Context: an optimization exercise on an open-source flow, tuned for a short achievable clock period and few clock cycles. The choices shown serve that exercise and are no tape-out recipe. RTL that was checked went through simulation tests only; none was proved equivalent to the original. Power and IR drop assume default switching activity.

==> flow/design.v (excerpt) <==
module pipeCpu (
    input  logic        clk,
    input  logic        rstN,
    output logic [31:0] pc,
    input  logic [31:0] inst,
    output logic [31:0] dataAddress,
    output logic [31:0] writeMemData,
    output logic        memRead,
    output logic        memWrite,
    input  logic [31:0] readMemData
);
==> flow/config.mk <==
export PLATFORM = sky130hd
export DESIGN_NAME = pipeCpu
export DESIGN_NICKNAME = pipeCpu
export VERILOG_FILES = /design/flow/design.v
export SDC_FILE = /design/flow/constraint.sdc
export NUM_CORES = 4
export LEC_CHECK = 0
export ABC_CLOCK_PERIOD_IN_PS = 2500
export CAP_MARGIN = 20
export CORE_MARGIN = 2
export CORE_UTILIZATION = 40
export PLACE_DENSITY = 0.6
export SETUP_SLACK_MARGIN = 4.2
export SLEW_MARGIN = 20
export TNS_END_PERCENT = 100
==> flow/constraint.sdc <==
create_clock -name core_clock -period 7.0 [get_ports {clk}]
set_input_delay 1.4000 -clock core_clock [delete_from_list [all_inputs] [get_ports {clk}]]
set_output_delay 1.4000 -clock core_clock [all_outputs]
set_load 0.01 [all_outputs]
run.sh (not shown) runs the stock make flow with config.mk's settings and CLKGATE_MAP_FILE= SYNTH_SCRIPT=/design/flow/synth_recipe.tcl, a recipe that flattens the netlist after the stock synthesis.
Testbench counts at the start, summed over its fixed seeds: cycles 14,105.
Edit:
--- a/flow/design.v
+++ b/flow/design.v
@@ -88,21 +88,18 @@
     output logic        memRead,
     output logic        memWrite,
     input  logic [31:0] readMemData
 );
     localparam bit PRED_FWD_BNE = 1'b1;
     logic        validD;
     logic [31:0] instD;
     logic        predD;
     logic [31:0] pcPlus4D;
-    logic [4:0]  srcAD;
-    logic [4:0]  srcTD;
-    logic [4:0]  srcBD;
     logic        regWriteE;
     logic        memReadE;
     logic        memWriteE;
     logic        isBrE;
     logic        flipE;
     logic [4:0]  writeRegE;
     logic [31:0] aE;
     logic [31:0] bE;
     logic [31:0] tE;
@@ -180,35 +177,18 @@
     );
     always_comb begin
         case ({brLoCo, inst[6]})
             2'b10:   brHiF = hiP1F;
             2'b01:   brHiF = hiM1F;
             default: brHiF = pc[31:9];
         endcase
     end
     assign brTargetF = {brHiF, brLoF, 2'b00};
-    logic        rtypeF;
-    logic        usesRsF;
-    logic        usesRtF;
-    logic        rtAsBF;
-    logic [4:0]  srcAF;
-    logic [4:0]  srcTF;
-    logic [4:0]  srcBF;
-    assign rtypeF  = (opF == OP_RTYPE)
-                     && (inst[5:0] == FN_ADDU || inst[5:0] == FN_SUBU || inst[5:0] == FN_AND
-                         || inst[5:0] == FN_OR || inst[5:0] == FN_SLT);
-    assign usesRsF = rtypeF || isBrF || opF == OP_ADDIU || opF == OP_ORI
-                     || opF == OP_LW || opF == OP_SW;
-    assign rtAsBF  = rtypeF || isBrF;
-    assign usesRtF = rtAsBF || opF == OP_SW;
-    assign srcAF   = usesRsF ? inst[25:21] : 5'd0;
-    assign srcTF   = usesRtF ? inst[20:16] : 5'd0;
-    assign srcBF   = rtAsBF ? inst[20:16] : 5'd0;
     assign fetchNext = isJF ? jTargetF : predF ? brTargetF : pcPlus4F;
     always_ff @(posedge clk or negedge rstN) begin
         if (!rstN) begin
             pc <= 32'd0;
         end else if (redirect) begin
             pc <= altPcE;
         end else if (!stall) begin
             pc <= fetchNext;
         end
@@ -221,28 +201,27 @@
         end else if (!stall) begin
             validD <= 1'b1;
         end
     end
     always_ff @(posedge clk) begin
         if (!stall) begin
             instD    <= inst;
             predD    <= predF;
             pcPlus4D <= pcPlus4F;
-            srcAD    <= srcAF;
-            srcTD    <= srcTF;
-            srcBD    <= srcBF;
         end
     end
     logic [5:0]  opD;
     logic [5:0]  fnD;
     logic [4:0]  rsD;
     logic [4:0]  rtD;
     logic        known;
+    logic        usesRs;
+    logic        usesRt;
     logic        useImm;
     logic        writes;
     logic        writeRd;
     logic        memReadD;
     logic        memWriteD;
     logic        isBrD;
     logic        subD;
     logic        andD;
     logic        orD;
@@ -260,31 +239,34 @@
     logic [31:0] wbNext;
     logic [29:0] brTargetD;
     logic        brTargetCo;
     assign opD = instD[31:26];
     assign fnD = instD[5:0];
     assign rsD = instD[25:21];
     assign rtD = instD[20:16];
     always_comb begin
         known     = 1'b1;
+        usesRs    = 1'b1;
+        usesRt    = 1'b0;
         useImm    = 1'b0;
         writes    = 1'b0;
         writeRd   = 1'b0;
         memReadD  = 1'b0;
         memWriteD = 1'b0;
         isBrD     = 1'b0;
         subD      = 1'b0;
         andD      = 1'b0;
         orD       = 1'b0;
         sltD      = 1'b0;
         immD      = {{16{instD[15]}}, instD[15:0]};
         case (opD)
             OP_RTYPE: begin
+                usesRt  = 1'b1;
                 writes  = 1'b1;
                 writeRd = 1'b1;
                 case (fnD)
                     FN_ADDU: ;
                     FN_SUBU: subD = 1'b1;
                     FN_AND:  andD = 1'b1;
                     FN_OR:   orD  = 1'b1;
                     FN_SLT: begin
                         subD = 1'b1;
@@ -298,53 +280,58 @@
                 writes = 1'b1;
             end
             OP_ORI: begin
                 useImm = 1'b1;
                 writes = 1'b1;
                 orD    = 1'b1;
                 immD   = {16'd0, instD[15:0]};
             end
             OP_LUI: begin
+                usesRs = 1'b0;
                 useImm = 1'b1;
                 writes = 1'b1;
                 immD   = {instD[15:0], 16'd0};
             end
             OP_LW: begin
                 useImm   = 1'b1;
                 writes   = 1'b1;
                 memReadD = 1'b1;
             end
             OP_SW: begin
+                usesRt    = 1'b1;
                 useImm    = 1'b1;
                 memWriteD = 1'b1;
             end
             OP_BEQ, OP_BNE: begin
+                usesRt = 1'b1;
                 isBrD  = 1'b1;
             end
             default: known = 1'b0;
         endcase
         if (!validD || !known) begin
+            usesRs    = 1'b0;
+            usesRt    = 1'b0;
             writes    = 1'b0;
             memReadD  = 1'b0;
             memWriteD = 1'b0;
             isBrD     = 1'b0;
         end
     end
     ksAdd #(.W(30)) u_brFull (
         .a    (pcPlus4D[31:2]),
         .b    ({{14{instD[15]}}, instD[15:0]}),
         .cin  (1'b0),
         .sum  (brTargetD),
         .cout (brTargetCo)
     );
-    assign srcA      = validD ? srcAD : 5'd0;
-    assign srcT      = validD ? srcTD : 5'd0;
-    assign srcB      = validD ? srcBD : 5'd0;
+    assign srcA      = usesRs ? rsD : 5'd0;
+    assign srcT      = usesRt ? rtD : 5'd0;
+    assign srcB      = useImm ? 5'd0 : srcT;
     assign writeRegD = writeRd ? instD[15:11] : rtD;
     assign regWriteD = writes && (writeRegD != 5'd0);
     registerFile u_registerFile (
         .clk       (clk),
         .readReg1  (rsD),
         .readReg2  (rtD),
         .writeReg  (writeRegW),
         .writeData (wbData),
         .regWrite  (regWriteW),
The changed run ran to the end with no violations.
Register-to-register slack got worse by 0.17 ns.
Non-clock buffer count rises by 9.
Clock-buffer cell count falls by 1.
Synthesized area falls slightly.
Maximum frequency falls by a few percent.
Sequential share of layout area falls by 0.13 points.
Utilization rises by 0.28 points.
Total power rises by a few percent.
Clock skew is about the same.
Sequential power hardly moves.
Sequential cell count falls by 15.
Worst setup slack got worse by 0.17 ns.
Combinational power rises slightly.
Cell count is about the same.
The RTL of the second run of this note was laid out without a check of its function.

Another version of the RTL of pipeCpu (not shown whole).
Size in the first run: ~4,700 cells after synthesis, about 160 I/O pins.
Settings: LEC_CHECK=0, ABC_CLOCK_PERIOD_IN_PS=2500, CAP_MARGIN=20, CORE_MARGIN=2, CORE_UTILIZATION=40, PLACE_DENSITY=0.6, SETUP_SLACK_MARGIN=4.2, SLEW_MARGIN=20, TNS_END_PERCENT=100; clock period 7.0 ns.
Testbench counts at the start, summed over its fixed seeds: cycles 14,105.
==> next run, changes <==
--- a/flow/design.v
+++ b/flow/design.v
@@ -37,25 +37,25 @@
     assign readData2 = (readReg2 == 5'd0) ? 32'd0 : regs[readReg2];
 endmodule
 `timescale 1ns/1ps
 module ksAdd #(
     parameter int W = 32
 ) (
     input  logic [W-1:0] a,
     input  logic [W-1:0] b,
     input  logic         cin,
     output logic [W-1:0] sum,
     output logic         cout
 );
-    localparam int LV = (W <= 2) ? 1 : (W <= 4) ? 2 : (W <= 8) ? 3 : (W <= 16) ? 4 : (W <= 32) ? 5 : 6;
+    localparam int LV = $clog2(W);
     logic [(LV+1)*W-1:0] g;
     logic [(LV+1)*W-1:0] p;
     logic [W-1:0]        hp;
     assign hp = a ^ b;
     genvar l, j;
     generate
         for (j = 0; j < W; j++) begin : gInit
             if (j == 0) begin : gLsb
                 assign g[j] = (a[0] & b[0]) | (hp[0] & cin);
             end else begin : gBit
                 assign g[j] = a[j] & b[j];
             end
@@ -89,26 +89,26 @@
     output logic        memWrite,
     input  logic [31:0] readMemData
 );
     localparam bit PRED_FWD_BNE = 1'b1;
     logic        validD;
     logic [31:0] instD;
     logic        predD;
     logic [31:0] pcPlus4D;
     logic        regWriteE;
     logic        memReadE;
     logic        memWriteE;
     logic        isBrE;
-    logic        flipE;
-    logic [7:0]  eqSelE;
+    logic        isBneE;
+    logic        predE;
     logic [4:0]  writeRegE;
     logic [31:0] aE;
     logic [31:0] bE;
     logic [31:0] tE;
     logic        subE;
     logic        andE;
     logic        orE;
     logic        sltE;
     logic        fwdMemAE;
     logic        fwdWbAE;
     logic        fwdRegAE;
     logic        fwdMemBE;
@@ -367,39 +367,27 @@
             memReadE  <= memReadD;
             memWriteE <= memWriteD;
             isBrE     <= isBrD;
         end
     end
     logic fMemA, fWbA, fMemB, fWbB, fMemT, fWbT;
     assign fMemA = (srcA != 5'd0) && regWriteE && (writeRegE == srcA);
     assign fWbA  = (srcA != 5'd0) && regWriteM && (writeRegM == srcA);
     assign fMemB = (srcB != 5'd0) && regWriteE && (writeRegE == srcB);
     assign fWbB  = (srcB != 5'd0) && regWriteM && (writeRegM == srcB);
     assign fMemT = (srcT != 5'd0) && regWriteE && (writeRegE == srcT);
     assign fWbT  = (srcT != 5'd0) && regWriteM && (writeRegM == srcT);
-    logic fwA, frA, fwB, frB;
-    assign fwA = fWbA && !fMemA;
-    assign frA = !fMemA && !fWbA;
-    assign fwB = fWbB && !fMemB;
-    assign frB = !fMemB && !fWbB;
     always_ff @(posedge clk) begin
-        flipE     <= opD[0] ^ predD;
-        eqSelE[0] <= (fMemA && fMemB) || (fwA && fwB);
-        eqSelE[1] <= (fMemA && fwB) || (fwA && fMemB);
-        eqSelE[2] <= fMemA && frB;
-        eqSelE[3] <= fwA && frB;
-        eqSelE[4] <= frA && fMemB;
-        eqSelE[5] <= frA && fwB;
-        eqSelE[6] <= frA && frB;
-        eqSelE[7] <= 1'b0;
+        isBneE    <= opD[0];
+        predE     <= predD;
         writeRegE <= writeRegD;
         aE        <= (opD == OP_LUI) ? 32'd0 : rsValD;
         bE        <= useImm ? immD : rtValD;
         tE        <= rtValD;
         subE      <= subD;
         andE      <= andD;
         orE       <= orD;
         sltE      <= sltD;
         fwdMemAE  <= fMemA;
         fwdWbAE   <= fWbA && !fMemA;
         fwdRegAE  <= !fMemA && !fWbA;
         fwdMemBE  <= fMemB;
@@ -423,35 +411,26 @@
     assign bV = ({32{fwdMemBE}} & aluM) | ({32{fwdWbBE}} & wbData) | ({32{fwdRegBE}} & bE);
     assign tV = ({32{fwdMemTE}} & aluM) | ({32{fwdWbTE}} & wbData) | ({32{fwdRegTE}} & tE);
     ksAdd #(.W(32)) u_alu (
         .a    (aV),
         .b    (bV ^ {32{subE}}),
         .cin  (subE),
         .sum  (sum),
         .cout (sumCo)
     );
     assign lt = (aV[31] != bV[31]) ? aV[31] : sum[31];
     assign aluOut = ({32{andE}} & (aV & bV)) | ({32{orE}} & (aV | bV))
                     | ({32{addE}} & sum) | {31'd0, sltE & lt};
-    logic [7:0] eqPair;
-    assign eqPair[0] = 1'b1;
-    assign eqPair[1] = (aluM == wbData);
-    assign eqPair[2] = (aluM == bE);
-    assign eqPair[3] = (wbData == bE);
-    assign eqPair[4] = (aE == aluM);
-    assign eqPair[5] = (aE == wbData);
-    assign eqPair[6] = (aE == bE);
-    assign eqPair[7] = 1'b0;
-    assign taken    = |(eqSelE & eqPair);
-    assign redirect = isBrE && (taken != flipE);
+    assign taken    = (aV == bV) ^ isBneE;
+    assign redirect = isBrE && (taken != predE);
     always_ff @(posedge clk or negedge rstN) begin
         if (!rstN) begin
             regWriteM <= 1'b0;
             memReadM  <= 1'b0;
             memWriteM <= 1'b0;
         end else begin
             regWriteM <= regWriteE;
             memReadM  <= memReadE;
             memWriteM <= memWriteE;
         end
     end
     always_ff @(posedge clk) begin
Setup slack loses 240 ps.
Synthesized cell count fell by 7.2%.
Design area fell by about 3.7%.
Sequential power barely changes.
Total power fell by about 9%.
Wire length fell by 8.7%.
For the second run of this note, only the layout was checked, not whether the RTL still works.

## separate check: timing with driven ports
How much do the figures lean on ideal ports? The routed layouts below were timed once more, with nothing changed but the port constraints.
Step 1 (the two cells are an assumption about what drives the block):
set clk [get_ports {clk}]
set_driving_cell -lib_cell sky130_fd_sc_hd__clkbuf_16 $clk
set_driving_cell -lib_cell sky130_fd_sc_hd__buf_2 [delete_from_list [all_inputs] $clk]
Step 2 also shifts input and output timing later by t, the mid clock arrival at the registers, as if the neighbouring blocks saw the same clock.
a / b / c = ideal ports / drivers / drivers and shift; a / b = the first two.
run | t (ns) | setup slack, ns | latest minus earliest clock arrival (ns)
the first run of note 1 | 0.877 | 3.804 / 3.804 / 3.002 | 0.031 / 0.031
the second run of note 1 | 0.876 | 3.638 / 3.638 / 2.908 | 0.029 / 0.030
the first run of note 2 | 0.891 | 3.495 / 3.495 / 3.090 | 0.040 / 0.040
the second run of note 2 | 0.867 | 3.257 / 3.257 / 2.666 | 0.033 / 0.033
After both steps setup and hold are still met in every run listed. The setup slack of the first run of note 1, which loses most, moves by 0.000 ns with the drivers and by -0.802 ns with both steps.
